Source: an optimization exercise on an open RTL-to-GDS flow (aim: small area, a short achievable clock period and few clock cycles per item). Production flows keep margins and buffers that such runs may drop. At most, simulation tests tie the RTL to the original design; equivalence was not proved. Power figures rest on the tool's default switching activity, not on a simulated workload.

==> trial 57 <==
==> flow/design.v (excerpt) <==
module multiplierTop (
	input logic clk,
	input logic reset,
	input logic inValid,
	output logic inReady,
	input logic [35:0] inOperands,
	output logic outValid,
	input logic outReady,
	output logic [35:0] outProduct
);
export LEC_CHECK = 0
export CAP_MARGIN = 20
export CORE_MARGIN = 2
export CORE_UTILIZATION = 40
export SETUP_SLACK_MARGIN = 2.5
export SLEW_MARGIN = 20
create_clock -name core_clock -period 5.0 [get_ports {clk}]
run.sh (not shown) runs the stock make flow with config.mk's settings and CLKGATE_MAP_FILE= SYNTH_SCRIPT=/design/flow/synth_recipe.tcl, a recipe that flattens the netlist after the stock synthesis.
==> build 21 (differences from trial 57) <==
--- a/flow/config.mk
+++ b/flow/config.mk
@@ -10,3 +10,5 @@
 export CORE_UTILIZATION = 40
-export SETUP_SLACK_MARGIN = 2.5
+export CTS_BUF_LIST = sky130_fd_sc_hd__clkbuf_8
+export CTS_CLUSTER_SIZE = 30
+export SETUP_SLACK_MARGIN = 2.8
 export SLEW_MARGIN = 20
==> comparison table <==
Pre-CTS setup slack: trial 57 1460 ps; build 21 1560 ps
WL per Instance: trial 57 18.2 microns; build 21 18.4 microns
Measured slew at the worst slew-check pin: trial 57 905 ps; build 21 491 ps
Crit path from: trial 57 outReady; build 21 mulCore_inst.r2_674
Launch point of the worst hold path: trial 57 prodReg[5][35]; build 21 prodReg[5][11]
Status: trial 57 timing/DRC/antenna clean; build 21 timing/DRC/antenna clean
Power density relative to cell area: trial 57 571 mW/mm^2; build 21 569 mW/mm^2
Slack of the worst reg-to-reg path: trial 57 2540 ps; build 21 2670 ps
Final standard cell area without fillers: trial 57 0.0254 sq mm; build 21 0.0260 sq mm
WHS Endpoint: trial 57 prodReg[6][35]; build 21 prodReg[6][11]
Worst slew margin relative to its limit: trial 57 0.396; build 21 0.663
Count of cells resized by post-cts repair: trial 57 34; build 21 233
Worst-case hold slack: trial 57 416 ps; build 21 409 ps
Detail Placement HPWL: trial 57 27800 microns; build 21 27600 microns
Via-per-instance ratio: trial 57 4.98; build 21 5.01
Area of the multi-input gates: trial 57 0.00824 sq mm; build 21 0.00884 sq mm
Testbench counts of trial 57, summed over its fixed seeds: cycles 32,048, items 32,000.
Testbench counts of build 21, summed over its fixed seeds: cycles 32,048, items 32,000.

========
==> ember: inputs <==
multiplierTop, a different RTL version from the one above (not shown whole).
## multiplierTop
module multiplierTop (
	input logic clk,
	input logic reset,
	input logic inValid,
	output logic inReady,
	input logic [35:0] inOperands,
	output logic outValid,
	input logic outReady,
	output logic [35:0] outProduct
);
make LEC_CHECK=0 CAP_MARGIN=20 CORE_MARGIN=2 CORE_UTILIZATION=40 CTS_CLUSTER_DIAMETER=70 CTS_CLUSTER_SIZE=30 GPL_ROUTABILITY_DRIVEN=0 SETUP_SLACK_MARGIN=2.8 SLEW_MARGIN=20 TNS_END_PERCENT=0 finish   # period 5.0 ns
==> inputs of garnet, as changes to ember <==
- CTS_CLUSTER_DIAMETER: 70 -> default
- CTS_CLUSTER_SIZE: 30 -> default
- GPL_ROUTABILITY_DRIVEN: 0 -> default
- TNS_END_PERCENT: 0 -> default
==> inputs of zinc, as changes to ember <==
--- a/flow/design.v
+++ b/flow/design.v
@@ -483,17 +483,17 @@
 	wire w618;
 	wire w619;
 	wire w620;
 	wire w621;
 	wire w622;
 	wire w623;
 	wire w624;
 	wire w625;
-	wire [12:0] lo626;
+	wire [16:0] lo626;
 	reg r0_19;
 	reg r0_20;
 	reg r0_21;
 	reg r0_22;
 	reg r0_23;
 	reg r0_24;
 	reg r0_25;
 	reg r0_26;
@@ -687,20 +687,16 @@
 	reg r2_674;
 	reg r2_675;
 	reg r2_676;
 	reg r2_677;
 	reg r2_678;
 	reg r2_679;
 	reg r2_680;
 	reg r2_681;
-	reg r2_682;
-	reg r2_683;
-	reg r2_684;
-	reg r2_685;
 	assign w1 = ops[0];
 	assign w2 = ops[1] & ~ops[0];
 	assign w3 = ops[2] ^ ops[1];
 	assign w4 = (ops[3] & ~ops[2] & ~ops[1]) | (~ops[3] & ops[2] & ops[1]);
 	assign w5 = ops[4] ^ ops[3];
 	assign w6 = (ops[5] & ~ops[4] & ~ops[3]) | (~ops[5] & ops[4] & ops[3]);
 	assign w7 = ops[6] ^ ops[5];
 	assign w8 = (ops[7] & ~ops[6] & ~ops[5]) | (~ops[7] & ops[6] & ops[5]);
@@ -1168,17 +1164,17 @@
 	assign w618 = r1_497 ^ r1_498;
 	assign w619 = r1_497 & r1_498;
 	assign w620 = r1_499 ^ r1_500 ^ r1_501;
 	assign w621 = (r1_499 & r1_500) | (r1_499 & r1_501) | (r1_500 & r1_501);
 	assign w622 = r1_502 ^ r1_503;
 	assign w623 = r1_502 & r1_503;
 	assign w624 = 1'b1 ^ r1_505;
 	assign w625 = 1'b1 & r1_505;
-	assign lo626 = {1'b0, w525, w522, w518, w515, w513, w511, w509, r1_412, r1_409, r1_408, r1_407, r1_405} + {1'b0, w528, w524, w520, w516, w514, w512, w510, w508, 1'b0, 1'b0, 1'b0, r1_406};
+	assign lo626 = {1'b0, w545, w542, w536, w529, w525, w522, w518, w515, w513, w511, w509, r1_412, r1_409, r1_408, r1_407, r1_405} + {1'b0, w550, w544, w538, w532, w528, w524, w520, w516, w514, w512, w510, w508, 1'b0, 1'b0, 1'b0, r1_406};
 	always @(posedge clk) begin
 		if (en[0]) begin
 			r0_19 <= ops[18];
 			r0_20 <= ops[19];
 			r0_21 <= ops[20];
 			r0_22 <= ops[21];
 			r0_23 <= ops[22];
 			r0_24 <= ops[23];
@@ -1340,68 +1336,64 @@
 			r2_632 <= lo626[5];
 			r2_633 <= lo626[6];
 			r2_634 <= lo626[7];
 			r2_635 <= lo626[8];
 			r2_636 <= lo626[9];
 			r2_637 <= lo626[10];
 			r2_638 <= lo626[11];
 			r2_639 <= lo626[12];
-			r2_640 <= w529;
-			r2_641 <= w532;
-			r2_642 <= w536;
-			r2_643 <= w538;
-			r2_644 <= w542;
-			r2_645 <= w544;
-			r2_646 <= w545;
-			r2_647 <= w550;
-			r2_648 <= w551;
-			r2_649 <= w556;
-			r2_650 <= w557;
-			r2_651 <= w562;
-			r2_652 <= w563;
-			r2_653 <= w568;
-			r2_654 <= w574;
-			r2_655 <= w569;
-			r2_656 <= w575;
-			r2_657 <= w580;
-			r2_658 <= w586;
-			r2_659 <= w581;
-			r2_660 <= w587;
-			r2_661 <= w592;
-			r2_662 <= w598;
-			r2_663 <= w593;
-			r2_664 <= w599;
-			r2_665 <= w602;
-			r2_666 <= w606;
-			r2_667 <= w603;
-			r2_668 <= w607;
-			r2_669 <= w610;
-			r2_670 <= w614;
-			r2_671 <= w611;
-			r2_672 <= w615;
-			r2_673 <= w616;
-			r2_674 <= w618;
-			r2_675 <= w617;
-			r2_676 <= w619;
-			r2_677 <= w620;
-			r2_678 <= w622;
-			r2_679 <= w621;
-			r2_680 <= r1_504;
-			r2_681 <= w623;
-			r2_682 <= r1_506;
-			r2_683 <= w624;
-			r2_684 <= r1_507;
-			r2_685 <= w625;
+			r2_640 <= lo626[13];
+			r2_641 <= lo626[14];
+			r2_642 <= lo626[15];
+			r2_643 <= lo626[16];
+			r2_644 <= w551;
+			r2_645 <= w556;
+			r2_646 <= w557;
+			r2_647 <= w562;
+			r2_648 <= w563;
+			r2_649 <= w568;
+			r2_650 <= w574;
+			r2_651 <= w569;
+			r2_652 <= w575;
+			r2_653 <= w580;
+			r2_654 <= w586;
+			r2_655 <= w581;
+			r2_656 <= w587;
+			r2_657 <= w592;
+			r2_658 <= w598;
+			r2_659 <= w593;
+			r2_660 <= w599;
+			r2_661 <= w602;
+			r2_662 <= w606;
+			r2_663 <= w603;
+			r2_664 <= w607;
+			r2_665 <= w610;
+			r2_666 <= w614;
+			r2_667 <= w611;
+			r2_668 <= w615;
+			r2_669 <= w616;
+			r2_670 <= w618;
+			r2_671 <= w617;
+			r2_672 <= w619;
+			r2_673 <= w620;
+			r2_674 <= w622;
+			r2_675 <= w621;
+			r2_676 <= r1_504;
+			r2_677 <= w623;
+			r2_678 <= r1_506;
+			r2_679 <= w624;
+			r2_680 <= r1_507;
+			r2_681 <= w625;
 		end
 	end
-	wire [23:0] hiA = {1'b1, r2_684, r2_682, r2_680, r2_678, r2_676, r2_674, r2_672, r2_670, r2_668, r2_666, r2_664, r2_662, r2_660, r2_658, r2_656, r2_654, r2_652, r2_650, r2_648, r2_646, r2_644, r2_642, r2_640};
-	wire [23:0] hiB = {1'b0, r2_685, r2_683, r2_681, r2_679, r2_677, r2_675, r2_673, r2_671, r2_669, r2_667, r2_665, r2_663, r2_661, r2_659, r2_657, r2_655, r2_653, r2_651, r2_649, r2_647, r2_645, r2_643, r2_641};
-	wire [24:0] hiSum = {hiA, 1'b1} + {hiB, r2_639};
-	assign prod = {hiSum[24:1], r2_638, r2_637, r2_636, r2_635, r2_634, r2_633, r2_632, r2_631, r2_630, r2_629, r2_628, r2_627};
+	wire [19:0] hiA = {1'b1, r2_680, r2_678, r2_676, r2_674, r2_672, r2_670, r2_668, r2_666, r2_664, r2_662, r2_660, r2_658, r2_656, r2_654, r2_652, r2_650, r2_648, r2_646, r2_644};
+	wire [19:0] hiB = {1'b0, r2_681, r2_679, r2_677, r2_675, r2_673, r2_671, r2_669, r2_667, r2_665, r2_663, r2_661, r2_659, r2_657, r2_655, r2_653, r2_651, r2_649, r2_647, r2_645};
+	wire [20:0] hiSum = {hiA, 1'b1} + {hiB, r2_643};
+	assign prod = {hiSum[20:1], r2_642, r2_641, r2_640, r2_639, r2_638, r2_637, r2_636, r2_635, r2_634, r2_633, r2_632, r2_631, r2_630, r2_629, r2_628, r2_627};
 endmodule
 `default_nettype wire
 `default_nettype none
 module multiplierTop (
 	input logic clk,
 	input logic reset,
 	input logic inValid,
 	output logic inReady,
- CTS_CLUSTER_DIAMETER: 70 -> default
- CTS_CLUSTER_SIZE: 30 -> default
- GPL_ROUTABILITY_DRIVEN: 0 -> default
- TNS_END_PERCENT: 0 -> default
==> qor.yml <==
outcome:
  outcome: "finished clean"
final_layout:
  area_growth_pct: 27.96
  mostFrequentLayoutCells: "edfxtp_1, xnor2_1, inv_1"
  num-nets-final: 1783
  multi_input_area_share_pct: 35.17
critical_path:
  worstSetupPathDepth: 6
  ff2ff_setup_slack_ns: 2.66
die:
  dieHeight_um: 220.9
drt:
  num_vias: 11090
  drt_first_pass_iters: 6
timing:
  fmax_mhz: 427.3
global_routing:
  grt_use_met2_pct: 26.50
  grt_pass1_wl_mm: 63.40
synth:
  synthXorXnorAreaFrac_pct: 9.636
clock_tree:
  cts_setup_buffers: 142
power_and_ir_drop:
  internal-power_mw: 9.038
  ir_drop_mv: 0.2130
placement:
  dp_hpwl_mm: 24.36
(the above is from garnet)
==> qor.yml <==
global_routing:
  grt_use_met2_pct: 24.42
  grt_pass1_wl_mm: 61.75
final_layout:
  num-nets-final: 1733
  multi_input_cells: 785
  multi_input_area_share_pct: 34.24
  area_growth_pct: 20.55
  mostFrequentLayoutCells: "edfxtp_1, a22oi_1, xnor2_1"
power_and_ir_drop:
  power-per-cell-area_nw_per_um2: 541.9
  ir_drop_mv: 0.2441
drt:
  num_vias: 10980
  drt_first_pass_iters: 5
critical_path:
  worstSetupPathDepth: 7
  path_class: "flip-flop to flip-flop"
  ff2ff_setup_slack_ns: 2.66
die:
  dieHeight_um: 220.9
outcome:
  outcome: "finished clean"
clock_tree:
  clk_path_buf_depth: 3
  cts_setup_buffers: 129
placement:
  dp_hpwl_mm: 24.51
synth:
  synthXorXnorAreaFrac_pct: 9.636
(the above is from ember)
==> qor.yml <==
drt:
  drt_first_pass_iters: 5
global_routing:
  grt_pass1_wl_mm: 64.28
  grt_use_met2_pct: 28.15
power_and_ir_drop:
  internal-power_mw: 10.10
synth:
  synthXorXnorAreaFrac_pct: 9.733
critical_path:
  ff2ff_setup_slack_ns: 2.45
clock_tree:
  cts_setup_buffers: 147
placement:
  dp_hpwl_mm: 24.37
outcome:
  outcome: "finished clean"
timing:
  fmax_mhz: 392.5
final_layout:
  area_growth_pct: 30.00
  num-nets-final: 1788
(the above is from zinc)
Testbench counts of ember, summed over its fixed seeds: cycles 32,048, items 32,000.
Testbench counts of garnet, summed over its fixed seeds: cycles 32,048, items 32,000.
No functional check of the RTL was part of zinc.

-- what the ideal ports hide --
In the flow no input, the clock included, has a driving cell. The finished layouts below were timed again as built, in two steps.
Step 1: set_driving_cell puts a clkbuf_16 on clk and a buf_2 on each other input, an assumption about the parent block.
Step 2 times the ports against the registers' clock, not the clock port: input delays grow and output delays shrink by t, the midpoint of the rising clock arrivals with the driver on.
Slacks: ideal / step 1 / step 2; pairs: ideal / step 1.
run	t, ns	setup slack, ns	clock arrival spread, ns
trial 57	0.623	2.534 / 2.517 / 1.934	0.014 / 0.013
build 21	0.667	2.666 / 2.666 / 2.232	0.036 / 0.035
ember	0.613	2.662 / 2.662 / 2.100	0.016 / 0.017
garnet	0.603	2.660 / 2.660 / 2.506	0.016 / 0.017
zinc	0.589	2.452 / 2.452 / 2.452	0.028 / 0.027
After both steps every run listed still meets setup and hold. The setup slack of trial 57, which loses most, moves by -0.017 ns with the drivers and by -0.600 ns with both steps.
